Context: an optimization exercise on an open-source flow, tuned for small area and a short achievable clock period. The choices shown serve that exercise and are no tape-out recipe. Only simulation tests tie the RTL to the original design; equivalence was not proved. Power figures rest on the tool's default switching activity, not on a simulated workload.

Setup of run A:
## dmem_responder
module dmem_responder #(
  parameter int          Nloc        = 64,
  parameter int          Dbits       = 32,
  parameter logic [31:0] RAM_BASE    = {dmem_pkg::RAM_REGION, 16'h0000},
  parameter logic [31:0] IO_BASE     = {dmem_pkg::IO_REGION, 16'h0000}
) (
  input  logic             clk,
  input  logic             reset,
  input  logic             mem_req,
  input  logic             mem_wr,
  input  logic [Dbits-1:0] mem_addr,
  input  logic [Dbits-1:0] mem_writedata,
  output logic [Dbits-1:0] mem_readdata,
  output logic             stall,
  output logic [15:0]      led,
  output logic [Dbits-1:0] cycle_count
);
  localparam int AW = $clog2(Nloc);
  logic c1_q, c2_q, c3_q;
  logic idle;
  logic             wr_q;
  logic             ram_q, led_sel_q, cnt_sel_q;
  logic [AW-1:0]    sqn_q;
  logic [Nloc/2-1:0] tsel_q;
  logic [AW-1:0]    s1;
  logic [Dbits-1:0] wdata_q;
  logic [AW-1:0]    ph_q;
  ...
Size in the first run: about 2300 flip-flops.
Settings: LEC_CHECK=0, ABC_CLOCK_PERIOD_IN_PS=2000, CAP_MARGIN=20, CORE_MARGIN=2, CORE_UTILIZATION=60, PLACE_DENSITY=0.7, SETUP_SLACK_MARGIN=2.25, SLEW_MARGIN=20; clock period 4.4 ns.
standard.sh (not shown) runs the stock make flow with config.mk's settings and CLKGATE_MAP_FILE= SYNTH_SCRIPT=/design/flow/synth_recipe.tcl, a recipe that flattens the netlist after the stock synthesis.
==> flow/flow/run.sh <==
#!/bin/bash
# Standard layout with port buffers made of plain buffers, free resizing, and a
# clock tree of clkbuf_16 trunks and clkbuf_8 leaves without dummy loads.
set -euo pipefail
CTS="-sink_clustering_enable -repair_clock_nets -sink_clustering_size 16 -sink_clustering_max_diameter 50"
CTS="$CTS -buf_list {sky130_fd_sc_hd__clkbuf_8 sky130_fd_sc_hd__clkbuf_16} -root_buf sky130_fd_sc_hd__clkbuf_16"
CTS="$CTS -sink_clustering_buffer sky130_fd_sc_hd__clkbuf_8 -dont_use_dummy_load"
bash standard.sh 'BUFFER_PORTS_ARGS=-buffer_cell sky130_fd_sc_hd__buf_2' MATCH_CELL_FOOTPRINT=0 "CTS_ARGS=$CTS" finish > run_make.log 2>&1
Run A completed every stage of the flow, and the final layout passed the timing, DRC and antenna checks.
Changes in run B relative to run A:
# run A
export LEC_CHECK = 0
export ABC_CLOCK_PERIOD_IN_PS = 2000
export CAP_MARGIN = 20
export CORE_MARGIN = 2
export CORE_UTILIZATION = 60
export PLACE_DENSITY = 0.7
export SETUP_SLACK_MARGIN = 2.25
export SLEW_MARGIN = 20
create_clock -name core_clock -period 4.4 [get_ports {clk}]
# run B
export LEC_CHECK = 0
export ABC_CLOCK_PERIOD_IN_PS = 2000
export CAP_MARGIN = 20
export CORE_MARGIN = 2
export CORE_UTILIZATION = 62
export PLACE_DENSITY = 0.72
export SETUP_SLACK_MARGIN = 2.15
export SLEW_MARGIN = 20
create_clock -name core_clock -period 4.4 [get_ports {clk}]
## What came out
Per the comparison of run B with run A, clock network power share level, internal power of the cells moved down, final period utilization moved up. Run B reports a lower multi-input combinational cell area than run A does. Max worst setup slack across run A and run B: run A. Between run A and run B, the difference in switching power as a share of total power is negligible.
Relative to run B, the following input files were edited for run C:
# run B
export LEC_CHECK = 0
export ABC_CLOCK_PERIOD_IN_PS = 2000
export CAP_MARGIN = 20
export CORE_MARGIN = 2
export CORE_UTILIZATION = 62
export PLACE_DENSITY = 0.72
export SETUP_SLACK_MARGIN = 2.15
export SLEW_MARGIN = 20
create_clock -name core_clock -period 4.4 [get_ports {clk}]
# run C
export LEC_CHECK = 0
export ABC_CLOCK_PERIOD_IN_PS = 2000
export CAP_MARGIN = 20
export CORE_MARGIN = 2
export CORE_UTILIZATION = 60
export GPL_TIMING_DRIVEN = 1
export PLACE_DENSITY = 0.7
export SETUP_SLACK_MARGIN = 2.15
export SLEW_MARGIN = 20
create_clock -name core_clock -period 4.4 [get_ports {clk}]
==> comparison <==
The final reports for run C and run B show clock tree buffer count of the final layout higher in the former. Changes observed in run C relative to run B: combinational cell fraction of total power has decreased; cell area has remained practically unchanged.

==> static timing again, ports no longer ideal <==
Ports are ideal in the flow. The routed layouts listed here were re-timed in OpenROAD. Step 1 assumes that a clkbuf_16 drives the clock port and a buf_2 every other input. Step 2 moves the port delays by t, midway between the first and last clock arrival at a register: inputs arrive t later, outputs are due t later. That takes back most of the time a late clock gives input paths. Three values: no drivers, after step 1, after step 2; two values: the first two.
| run | shift t [ns] | setup WS [ns] | worst setup path at the end | worst data-port slew with drivers (ns) | cell pins on the clock port's net |
|---|---|---|---|---|---|
| run A | 0.804 | 2.106 / 2.029 / 1.576 | input to register | 0.06 | 1 |
| run B | 0.792 | 2.088 / 2.017 / 1.515 | input to register | 0.06 | 1 |
| run C | 0.806 | 2.106 / 2.030 / 1.616 | input to register | 0.06 | 1 |
After both steps setup and hold are still met in every run listed. For run B, which loses most, drivers alone change the setup slack by -0.071 ns; drivers and shift together by -0.573 ns.
